Context: an optimization exercise on an open-source flow, tuned for small area, a short achievable clock period and few clock cycles per item. The choices shown serve that exercise and are no tape-out recipe.
Function was checked by simulation only, so behaviour that the tests miss may differ from the original.

$ cat flow/design.v
package maxnetPkg;
    localparam int laneCount = 4;
    localparam int dataWidth = 32;
    localparam int inhibitShift = 3;
    localparam int maxIterations = 64;
    localparam int sumWidth = dataWidth + $clog2(laneCount);
    localparam int iterWidth = $clog2(maxIterations);
    typedef struct packed {
        logic [dataWidth-1:0] lane3;
        logic [dataWidth-1:0] lane2;
        logic [dataWidth-1:0] lane1;
        logic [dataWidth-1:0] lane0;
    } laneVec;
    typedef logic [$clog2(laneCount)-1:0] laneIndex;
    localparam int certTiers = 4;
    localparam logic [768-1:0] certTable = 768'h86186186186186181f79d71b69961759551349140f34104186186186186186186186186181f79d71b6996175954c10418618618618618618618618618618607de75c6da65858104186186186186186186186186186186186181f79d71a641041;
endpackage
`timescale 1ns/1ps
module inhibitionLayer (
    input  maxnetPkg::laneVec activations,
    output maxnetPkg::laneVec nextActivations,
    output logic [maxnetPkg::laneCount-1:0] alive
);
    localparam int W = maxnetPkg::dataWidth;
    logic [maxnetPkg::laneCount-1:0][W-1:0] current;
    logic [maxnetPkg::laneCount-1:0][W-1:0] updated;
    logic [maxnetPkg::sumWidth-1:0]         total;
    assign current = activations;
    assign total = maxnetPkg::sumWidth'(current[0]) + maxnetPkg::sumWidth'(current[1])
                 + maxnetPkg::sumWidth'(current[2]) + maxnetPkg::sumWidth'(current[3]);
    for (genvar lane = 0; lane < maxnetPkg::laneCount; lane++) begin : gLane
        logic [W+4:0] scaled;
        assign scaled = {2'b00, current[lane], 3'b000} + (W+5)'(current[lane])
                      + (W+5)'(7) - (W+5)'(total);
        assign updated[lane] = scaled[W+4] ? '0 : scaled[W+2:3];
        assign alive[lane]   = ~scaled[W+4] & |scaled[W+2:3];
    end
    assign nextActivations = updated;
endmodule
`timescale 1ns/1ps
module winnerSelect (
    input  maxnetPkg::laneVec                 activations,
    input  logic [maxnetPkg::certTiers-1:0]   tier,
    output logic                              certOk,
    output maxnetPkg::laneIndex               certLane,
    output logic                              atMostOne,
    output maxnetPkg::laneIndex               lowestLive,
    output logic                              allZero
);
    localparam int W = maxnetPkg::dataWidth;
    localparam int L = maxnetPkg::laneCount;
    logic [L-1:0][W-1:0] current;
    logic [L-1:0][W:0]   high;      
    logic [L-1:0][W-1:0] mask;      
    logic [L-1:0][L-1:0] beats;     
    logic [L-1:0]        nonZero;
    logic [L-1:0]        wins;
    assign current = activations;
    for (genvar j = 0; j < L; j++) begin : gLane
        assign high[j][W] = 1'b0;
        for (genvar m = W - 1; m >= 0; m--) begin : gHigh
            assign high[j][m] = high[j][m+1] | current[j][m];
        end
        assign nonZero[j] = high[j][0];
        for (genvar n = 0; n < W; n++) begin : gMask
            logic [maxnetPkg::certTiers-1:0] perTier;
            for (genvar k = 0; k < maxnetPkg::certTiers; k++) begin : gTier
                localparam int code = int'(maxnetPkg::certTable[(k*W+n)*6 +: 6]);
                if (code == 0) begin : gNever
                    assign perTier[k] = 1'b0;
                end else begin : gSome
                    assign perTier[k] = tier[k] & ~high[j][code-1];
                end
            end
            assign mask[j][n] = |perTier;
        end
    end
    for (genvar i = 0; i < L; i++) begin : gRow
        assign beats[i][i] = 1'b1;
        for (genvar j = i + 1; j < L; j++) begin : gCol
            logic [W:0] diff;
            assign diff = {1'b0, current[i]} - {1'b0, current[j]};
            assign beats[i][j] = ~diff[W] & |(diff[W-1:0] & mask[j]);
            assign beats[j][i] =  diff[W] & |(~diff[W-1:0] & mask[i]);
        end
    end
    for (genvar i = 0; i < L; i++) begin : gWin
        assign wins[i] = &beats[i];
    end
    assign certOk   = |wins;
    assign certLane = {wins[3] | wins[2], wins[3] | wins[1]};
    assign allZero   = ~|nonZero;
    assign atMostOne = ~((nonZero[0] & nonZero[1]) | (nonZero[0] & nonZero[2]) | (nonZero[0] & nonZero[3])
                       | (nonZero[1] & nonZero[2]) | (nonZero[1] & nonZero[3]) | (nonZero[2] & nonZero[3]));
    assign lowestLive = nonZero[0] ? 2'd0 : nonZero[1] ? 2'd1 : nonZero[2] ? 2'd2 : nonZero[3] ? 2'd3 : 2'd0;
endmodule
`timescale 1ns/1ps
module maxnetController (
    input  logic clk,
    input  logic rstN,
    input  logic start,
    input  logic finish,
    output logic iterate,
    output logic [maxnetPkg::iterWidth-1:0] updates,
    output logic lastUpdate,
    output logic [maxnetPkg::certTiers-1:0] tier,
    output logic busy,
    output logic done
);
    assign iterate    = busy & ~done;
    assign lastUpdate = (updates == maxnetPkg::iterWidth'(maxnetPkg::maxIterations - 1));
    assign tier[0] = (updates == '0);
    assign tier[1] = (updates != '0) && (updates <= 8);
    assign tier[2] = (updates > 8) && (updates <= 16);
    assign tier[3] = (updates > 16) && (updates <= 32);
    always_ff @(posedge clk or negedge rstN) begin
        if (!rstN) begin
            busy <= 1'b0;
            done <= 1'b0;
        end else if (!busy) begin
            busy <= start;
            done <= start & finish;
        end else begin
            busy <= ~done;
            done <= ~done & finish;
        end
    end
    always_ff @(posedge clk or negedge rstN) begin
        if (!rstN) begin
            updates <= '0;
        end else if (iterate) begin
            updates <= updates + 1'b1;
        end else begin
            updates <= '0;
        end
    end
endmodule
`timescale 1ns/1ps
module maxnetDatapath (
    input  logic                 clk,
    input  logic                 busy,
    input  logic                 done,
    input  logic                 lastUpdate,
    input  logic [maxnetPkg::certTiers-1:0] tier,
    input  maxnetPkg::laneVec    inputs,
    output logic                 finish,
    output maxnetPkg::laneIndex  winner,
    output logic [maxnetPkg::dataWidth-1:0] maxNumber,
    output logic                 noWinner
);
    maxnetPkg::laneVec originals;
    maxnetPkg::laneVec activations;
    maxnetPkg::laneVec nextActivations;
    maxnetPkg::laneVec examined;
    logic [maxnetPkg::laneCount-1:0] alive;
    logic                certOk;
    maxnetPkg::laneIndex certLane;
    logic                atMostOne;
    maxnetPkg::laneIndex lowestLive;
    logic                allZero;
    logic                settledNext;
    maxnetPkg::laneIndex lowestNext;
    logic [maxnetPkg::laneCount-1:0][maxnetPkg::dataWidth-1:0] held;
    always_ff @(posedge clk) begin
        if (!busy) begin
            originals <= inputs;
        end
    end
    always_ff @(posedge clk) begin
        if (!busy) begin
            activations <= inputs;
        end else begin
            activations <= nextActivations;
        end
    end
    inhibitionLayer layer (
        .activations     (activations),
        .nextActivations (nextActivations),
        .alive           (alive)
    );
    assign examined = busy ? activations : inputs;
    winnerSelect select (
        .activations (examined),
        .tier        (tier),
        .certOk      (certOk),
        .certLane    (certLane),
        .atMostOne   (atMostOne),
        .lowestLive  (lowestLive),
        .allZero     (allZero)
    );
    assign settledNext = ~((alive[0] & alive[1]) | (alive[0] & alive[2]) | (alive[0] & alive[3])
                         | (alive[1] & alive[2]) | (alive[1] & alive[3]) | (alive[2] & alive[3]));
    assign lowestNext  = alive[0] ? 2'd0 : alive[1] ? 2'd1 : alive[2] ? 2'd2 : 2'd3;
    assign finish = busy ? (certOk | settledNext | lastUpdate) : (certOk | atMostOne);
    always_ff @(posedge clk) begin
        if (!done) begin
            if (busy) begin
                winner <= certOk ? certLane : lowestNext;
            end else begin
                winner   <= certOk ? certLane : lowestLive;
                noWinner <= allZero;
            end
        end
    end
    assign held      = originals;
    assign maxNumber = held[winner];
endmodule
`timescale 1ns/1ps
module maxnetTop (
    input  logic                 clk,
    input  logic                 rstN,
    input  logic                 start,
    input  maxnetPkg::laneVec               inputs,
    output logic                 done,
    output logic                 busy,
    output maxnetPkg::laneIndex             winner,
    output logic [maxnetPkg::dataWidth-1:0] maxNumber,
    output logic                 noWinner
);
    logic finish;
    logic iterate;
    logic lastUpdate;
    logic [maxnetPkg::iterWidth-1:0] updates;
    logic [maxnetPkg::certTiers-1:0] tier;
    maxnetController controller (
        .clk        (clk),
        .rstN       (rstN),
        .start      (start),
        .finish     (finish),
        .iterate    (iterate),
        .updates    (updates),
        .lastUpdate (lastUpdate),
        .tier       (tier),
        .busy       (busy),
        .done       (done)
    );
    maxnetDatapath datapath (
        .clk        (clk),
        .busy       (busy),
        .done       (done),
        .lastUpdate (lastUpdate),
        .tier       (tier),
        .inputs     (inputs),
        .finish     (finish),
        .winner     (winner),
        .maxNumber  (maxNumber),
        .noWinner   (noWinner)
    );
endmodule
$ cat flow/constraint.sdc
create_clock -name core_clock -period 8.5 [get_ports {clk}]
set_input_delay 1.7000 -clock core_clock [delete_from_list [all_inputs] [get_ports {clk}]]
set_output_delay 1.7000 -clock core_clock [all_outputs]
set_load 0.01 [all_outputs]
$ cat flow/run.sh
#!/bin/bash
# synth_recipe.tcl (not shown) runs the flow's synth.tcl, then flattens the netlist and writes it again
# the make line also repeats each setting of config.mk as NAME=value (left out here)
make -C /OpenROAD-flow-scripts/flow DESIGN_CONFIG=/design/flow/config.mk WORK_HOME=/design/flow/orfs CLKGATE_MAP_FILE= SYNTH_SCRIPT=/design/flow/synth_recipe.tcl finish
$ cat flow/config.mk
export PLATFORM = sky130hd
export DESIGN_NAME = maxnetTop
export DESIGN_NICKNAME = maxnetTop
export VERILOG_FILES = /design/flow/design.v
export SDC_FILE = /design/flow/constraint.sdc
export NUM_CORES = 4
export LEC_CHECK = 0
export CAP_MARGIN = 20
export CORE_MARGIN = 2
export CORE_UTILIZATION = 40
export SLEW_MARGIN = 20
==> summary.txt <==
- CP endpoint kind: register
- Worst-path fanout max: 4
- Critical path required time: between 9000 and 10000 ps
- Initial antenna violation count: 16
- Vias/cell: slightly above 6
- Max cap viols: 0
- Die width: 327.0 µm
- Clock latency on the worst-skew pair: between 600 and 700 ps
- Startpoint types: register
- Placed Area: a little over 50000 µm²
- Final WL: about 220000 µm
- Initial Util: 0.4032
- Post-synth EDFFs: roughly 130
- I/O Pins: about 170
- Routed vias: 46660
- Proportion of layout cells with a drive suffix above 1: 0.2293
- NumNets Final: 6978
- Gpl congestion: 1.092
- RSZ-0062 raised after global routing: true
- Slew @ Worst Pin: 1301 ps
- Count leader, synth: inv_1
- Status: complete, but fails checks
- Sequential area share after synthesis: 0.1605
- Final worst slack: -718.4 ps
- Final setup violation count: 128
- Async SR Flop Fraction: 0.02996
- Clock Path Buffers: 3
- Critical Path Max Stage Delay: 490 ps
- Drt wl/cell: just under 30 µm
- Syn. warnings: 2
- FP Rows: approximately 120
- Height of the die: between 300 and 400 µm
- CTS buffer count: 36
- GRT Residual Overflow: 0
- Layout Check Fail Reasons: setup timing
- H-Tree Depth: 2
- Slowest stage cell, crit path: fa_1
- Most area-consuming cells after synthesis: ha_1, edfxtp_1, fa_1, dfxtp_1, inv_1
- Syn Nets: 5964
- CTS tree: done
- Syn avg cell area: between 8 and 9 µm²
- Tightest Hold Check Type: reg -> reg
- Area leader, netlist: ha_1
- CTS Hold Bufs: 0
- Final Slew Violations: 0
- Clk_skew: 36.47 ps
- Vias in the first global route: roughly 45000
- Clk slew on worst S/H paths: about 60 ps
- Top FF cell, synth: edfxtp_1
- Iteration count of the initial detailed-routing pass: 6
- Final TNS setup: -43230 ps
- Syn Inst Count: roughly 5000
- Post-DP HPWL: approximately 190000 µm
- PortBufs: 167
- Final period utilization: 1.085
- Peak Freq: between 0.1 and 0.15 GHz
- Antenna-violating nets left: 0
- Tmin final: 9218 ps
- Top cell type's share of synthesized area: 0.1643
- Seq cells post-synth: 267
- Synth cell types: approximately 120
- Setup Crit Path Kind: reg -> reg
- Slew margin rel.: 0.1288
- First-pass GRT wire length: between 300000 and 400000 µm
- Final instance area: between 50000 and 60000 µm²
- Syn Std Cell Area: between 40000 and 50000 µm²
- Iteration-0 DRC Markers: around 5000
- Gr usage total: 0.4073
- Clock sinks: ~270
- Remaining DRCs: 0
- Synth cell count leaders: inv_1, ha_1, nand2_1, a21oi_1
- Root Driver: clkbuf_16
- Largest net degree at the start of global routing: ~160
- Hold Fails Final Rpt: 0
- Core Region: approximately 100000 µm²
- CP arrival: 9730 ps
- Die area: between 100000 and 150000 µm²
- Area Overhead vs Synth: 32.21%
critical path, delay by kind of cell (launching register included):
family	cells	cell delay [ps]
buf+inv	7	810
simple gates	10	1780
fa+ha+maj	7	2120
flops	1	330
compound gates	21	3910
xor+xnor	2	180
flip-flops by register name, indices dropped and copies added (netlist names):
signal	count
controller.done	1
datapath.activations	128
datapath.winner	2
datapath.noWinner	1
datapath.originals	128
controller.updates	6
controller.busy	1
what timing repair did:
action	CTS	global route
cloned	5	1
endpoints found under the hold margin	0	0
setup buffers	53	14
pin swaps	110	28
gates resized for setup	279	103
setup endpoints to repair	131	131
kinds of logic (layout without fill, tap and decap cells):
group | after synthesis | after routing | synth area share
and+or+nand+nor | 1575 | 1575 | 0.1936
AOI/OAI and AO/OA | 1507 | 1507 | 0.2471
adders and majority gates | 700 | 700 | 0.2372
buffers and inverters | 688 | 1730 | 0.06569
xor gates and xnor gates | 298 | 298 | 0.06254
DFF | 267 | 267 | 0.1605
muxes | 98 | 98 | 0.03337
other | 0 | 9 | 0
layer usage:
| layer | share of wire | up-vias | GRT usage |
|---|---|---|---|
| met5 | 0.00029 | - | 0 |
| li1 | - | 21000 | - |
| met2 | 0.43 | 2274 | 0.6326 |
| met1 | 0.41 | 22920 | 0.5389 |
| met3 | 0.10 | 454 | 0.08756 |
| met4 | 0.058 | 10 | 0.1904 |
area by class of cell:
type	instances	area, µm²
Antenna cell	9	22.52
Clock buffer	45	996.0
Clock inverter	21	241.5
Fill cell	9796	48320
Inverter	554	2090
Multi-Input combinational cell	4178	34220
Sequential cell	267	6708
Tap cell	1380	1727
Timing Repair Buffer	1110	9169
path summary, 6_finish.rpt:
kind                            cells after the start                     from  slack (ps)               endpoint
worst max register to register                     47  datapath.activations[0]        -720        controller.done
worst min-delay path                                1    controller.updates[0]         610  controller.updates[0]
min in group asynchronous                           1                     rstN        1410        controller.done
max in group asynchronous                           1                     rstN        6750        controller.busy
worst min register to register                      1    controller.updates[0]         610  controller.updates[0]
worst max-delay path                               47  datapath.activations[0]        -720        controller.done
placed cells by master, fill, tap and decap left out, drive strengths merged, types with 24 or more instances in the layout:
master / instances
edfxtp: 131
mux4: 32
o21bai: 41
a211oi: 57
fa: 152
or3: 55
clkdlybuf4s50: 167
a31o: 25
inv: 559
xor2: 132
mux2i: 57
ha: 548
nand2b: 84
a21oi: 333
dfxtp: 128
clkbuf: 45
o211ai: 52
o21ai: 306
a21o: 130
and2: 68
nor2: 297
nand4: 66
a31oi: 64
nor4: 70
o21a: 64
nand3: 128
o2111ai: 25
o31ai: 37
nand2: 378
o22ai: 27
o2bb2ai: 46
xnor2: 166
nor3: 174
and3: 47
nor3b: 24
or2: 30
nor2b: 63
buf: 942
metrics by stage:
stage / setup WS, ps / utilization / hold WS [ps] / cells
2_1_floorplan: -9.813 / - / 539.7 / 5133
3_3_place_gp: -1382 / 0.4971 / 580.7 / 7430
3_5_place_dp: -1325 / 0.4972 / 585.5 / 7430
4_1_cts: -817.0 / 0.5267 / 600.9 / 7542
5_1_grt: -1213 / 0.5329 / 660.2 / 7555
6_report: -718.4 / 0.5331 / 608.3 / 7564
Testbench counts, summed over its fixed seeds: cycles 9,986, items 3,200.

-- afterwards: timing with drivers on the ports --
The flow's constraints put no driver on any port. The routed layout listed below was extracted and timed again, unchanged, in two steps.
Step 1 assumes that a clkbuf_16 drives the clock port and a buf_2 every other input.
Step 2 also shifts input and output timing later by t, the mid clock arrival at the registers, as if the neighbouring blocks saw the same clock.
Three values: ideal, step 1, step 2; two values: the first two.
t, ns: 0.655
setup slack, ns: -0.718 / -0.718 / -0.718
worst hold slack (ns): 0.608 / 0.608 / 0.608
clock arrival spread, ns: 0.043 / 0.043
slew at the worst register clock pin (ns): 0.06 / 0.06
For this run, drivers alone change the setup slack by 0.000 ns; drivers and shift together by 0.000 ns.
